This design comes from an exercise in tuning for a short achievable clock period and few clock cycles on the open sky130 flow, not from production work.
Only simulation tests tie the RTL to the original design; equivalence was not proved.
No driver is modelled on the clock port, so clocking that relies on it looks cheaper here than on a real chip.
Power is estimated from default activity; no workload was simulated.

Setup of indigo:
Design soc_fabric, start of the top module:
module soc_fabric (
   input  logic                   wb_clk_i,
   input  logic                   rst_n_i,
   input  logic                   cpu_cyc_i,
   input  logic                   cpu_stb_i,
   input  logic                   cpu_we_i,
   input  logic [32-1:0] cpu_adr_i,
   input  logic [4-1:0]  cpu_sel_i,
   input  logic [32-1:0] cpu_dat_i,
   output logic                   cpu_ack_o,
   output logic                   cpu_err_o,
   output logic [32-1:0] cpu_dat_o,
   input  logic                   dbg_cyc_i,
   input  logic                   dbg_stb_i,
   input  logic                   dbg_we_i,
   input  logic [32-1:0] dbg_adr_i,
   input  logic [4-1:0]  dbg_sel_i,
   input  logic [32-1:0] dbg_dat_i,
   output logic                   dbg_ack_o,
   output logic                   dbg_err_o,
   output logic [32-1:0] dbg_dat_o,
   input  logic [32-1:0]     gpio_in_i,
   output logic [32-1:0]     gpio_out_o,
   output logic [32-1:0]     gpio_oe_o
);
Settings: LEC_CHECK=0, CAP_MARGIN=50, CORE_MARGIN=2, CORE_UTILIZATION=50, PLACE_DENSITY=0.65, SETUP_SLACK_MARGIN=2.5, SLEW_MARGIN=80, SYNTH_HIERARCHICAL=1, SYNTH_MEMORY_MAX_BITS=16384, SYNTH_MINIMUM_KEEP_SIZE=0, TNS_END_PERCENT=10; clock period 6.0 ns.
standard.sh (not shown) runs the stock make flow with config.mk's settings and CLKGATE_MAP_FILE= SYNTH_SCRIPT=/design/flow/synth_recipe.tcl, a recipe that flattens the netlist after the stock synthesis.
==> flow/flow/run.sh <==
#!/bin/bash
set -euo pipefail
here=$(pwd)
f=$here/flow

# Standard synthesis, unchanged
bash standard.sh synth > synth.log 2>&1

# The rest of the standard flow with the extra settings
extra="MATCH_CELL_FOOTPRINT=0 \"BUFFER_PORTS_ARGS=-buffer_cell sky130_fd_sc_hd__buf_8\""
extra="$extra POST_FLOORPLAN_TCL=$f/floorplan.tcl PRE_IO_PLACEMENT_TCL=$f/pins.tcl POST_CTS_TCL=$f/cts.tcl"
for s in GLOBAL_PLACE RESIZE DETAIL_PLACE CTS GLOBAL_ROUTE REPAIR_TIMING_POST_PLACE; do
   extra="$extra PRE_${s}_TCL=$f/dontuse.tcl"
done
extra="$extra MAX_REPAIR_ANTENNAS_ITER_DRT=20"
sed "s|\"\\\${@:-finish}\"|$extra \"\${@:-finish}\"|" standard.sh > layout.sh
grep -q POST_CTS_TCL layout.sh
for step in floorplan place cts route finish; do
   bash layout.sh "$step" > "layout_$step.log" 2>&1
done
test -s out/final.def
Other scripts of this flow, unchanged in this note and not shown: flow/flow/cts.tcl, flow/flow/dontuse.tcl, flow/flow/floorplan.tcl, flow/flow/pins.tcl
indigo: flow complete, layout not clean; failing: antenna rules
Testbench counts of indigo, summed over its fixed seeds: cycles 8,366.
#### Input delta (onyx over indigo)
- swapping 50 for 58 in CORE_UTILIZATION
- swapping 0.65 for 0.72 in PLACE_DENSITY
==> comparison <==
Inserted tap cell count went down by more than 10% going from indigo to onyx.
onyx reached the final stage; the timing, design-rule and antenna checks on its layout passed.
Changes observed in onyx relative to indigo: count of vias placed by the detailed router has increased; maximum frequency shows an increase of 1.2%; final-layout non-clock buffer area share flat.
Between onyx and indigo, it is onyx whose total power after layout is lower, by 2.4%.
Fraction of the core area covered by cells at the end of the flow for onyx: 10 points up relative to indigo


## old
Another version of the RTL of soc_fabric (not shown whole).
For scale: roughly 24000 cells after synthesis, ~8500 flip-flops, ~310 I/O pins.
==> flow/config.mk <==
export PLATFORM = sky130hd
export DESIGN_NAME = soc_fabric
export DESIGN_NICKNAME = soc_fabric
export VERILOG_FILES = /design/flow/design.v
export SDC_FILE = /design/flow/constraint.sdc
export NUM_CORES = 8
export LEC_CHECK = 0
export CAP_MARGIN = 50
export CORE_MARGIN = 2
export CORE_UTILIZATION = 58
export PLACE_DENSITY = 0.72
export SETUP_SLACK_MARGIN = 2.5
export SLEW_MARGIN = 80
export SYNTH_HIERARCHICAL = 1
export SYNTH_MEMORY_MAX_BITS = 16384
export SYNTH_MINIMUM_KEEP_SIZE = 0
export TNS_END_PERCENT = 10
==> flow/constraint.sdc <==
create_clock -name core_clock -period 6.0 [get_ports {wb_clk_i}]
set_input_delay 1.2000 -clock core_clock [delete_from_list [all_inputs] [get_ports {wb_clk_i}]]
set_output_delay 1.2000 -clock core_clock [all_outputs]
set_load 0.01 [all_outputs]
==> flow/flow/cts.tcl <==
# After CTS and its timing repair: replace the small repeaters that the
# design repair left on long wires by stronger buffers, then legalize.
set n 0
foreach i [get_cells wire*] {
  set r [get_property $i ref_name]
  if {[lsearch {sky130_fd_sc_hd__dlymetal6s2s_1 sky130_fd_sc_hd__clkbuf_2 sky130_fd_sc_hd__buf_2 sky130_fd_sc_hd__clkbuf_1 sky130_fd_sc_hd__buf_1 sky130_fd_sc_hd__buf_4 sky130_fd_sc_hd__clkbuf_4} $r] >= 0} {
    replace_cell $i sky130_fd_sc_hd__buf_6; incr n
  }
}
puts "cts.tcl: resized $n wire buffers"
detailed_placement
check_placement -verbose
==> flow/flow/dontuse.tcl <==
# Keep the optimizer from using delay cells and the weakest buffers as
# buffers (hold fixing keeps its dlygate cells)
set_dont_use [get_lib_cells {sky130_fd_sc_hd__dlymetal6s* sky130_fd_sc_hd__clkdlybuf4s* sky130_fd_sc_hd__clkbuf_1 sky130_fd_sc_hd__clkbuf_2 sky130_fd_sc_hd__buf_1 sky130_fd_sc_hd__buf_2}]
==> flow/flow/floorplan.tcl <==
# After floorplan: upsize the 4-input gates of the wide AND-OR read trees
# (levels 2 to 4, which drive the longer wires) before placement.
source [file join [file dirname [info script]] dontuse.tcl]
set n 0
foreach inst [get_cells *] {
  set r [get_property $inst ref_name]
  switch -- $r {
    sky130_fd_sc_hd__nand4_1 - sky130_fd_sc_hd__nand4_2 { replace_cell $inst sky130_fd_sc_hd__nand4_4; incr n }
    sky130_fd_sc_hd__nor4_1 - sky130_fd_sc_hd__nor4_2 { replace_cell $inst sky130_fd_sc_hd__nor4_4; incr n }
  }
}
puts "floorplan.tcl: upsized $n tree gates"
==> flow/flow/pins.tcl <==
# Before pin placement: keep each port's request control pins and its ack and
# err pins together, since ack follows from them within the cycle.
set grp {}
foreach p {cpu dbg} {
  foreach n {cyc_i stb_i we_i adr_i[31] adr_i[30] adr_i[29] adr_i[28] ack_o err_o} {
    lappend grp ${p}_$n
  }
}
set_io_pin_constraint -group -order -pin_names $grp
Scripts as last shown in full above: flow/flow/run.sh
Testbench counts of old, summed over its fixed seeds: cycles 8,366.
What new does differently from old at the input level:
Settings: PLACE_DENSITY changed from 0.72 to 0.65; CORE_UTILIZATION changed from 58 to 50.
Notes after the runs:
new: flow completed, timing, DRC and antenna clean
Changes observed in new relative to old: count of clock buffers in the final design shows a reduction of 51, number of non-clock buffers shows an increase of 30, via count shows a reduction of about 2.4%, post-placement cell count shows an increase of 1589.

==> static timing again, ports no longer ideal <==
How much do the figures lean on ideal ports? The routed layouts below were timed once more, with nothing changed but the port constraints.
Step 1 assumes that a clkbuf_16 drives the clock port and a buf_2 every other input.
Step 2 adds t to the input delays and takes it off the output delays; t is the mean of the earliest and latest rising clock arrival at the registers after step 1. Input paths then give back, and output paths get back, about the clock's delay inside the block.
Three values: ideal ports, drivers, drivers and shift; two values: the first two.
| run | shift t [ns] | setup WS [ns] | hold WS [ns] | worst slew at a driven data input, ns |
|---|---|---|---|---|
| indigo | 1.401 | 2.199 / 2.111 / 0.709 | 0.099 / -0.002 / 0.326 | 0.69 |
| onyx | 1.427 | 2.244 / 2.080 / 0.652 | 0.027 / -0.099 / 0.321 | 0.51 |
| old | 1.377 | 2.255 / 2.158 / 0.781 | 0.057 / -0.048 / 0.342 | 0.57 |
| new | 1.406 | 2.260 / 2.210 / 0.964 | 0.052 / -0.068 / 0.345 | 0.51 |
The setup slack of onyx, which loses most, moves by -0.164 ns with the drivers and by -1.592 ns with both steps.
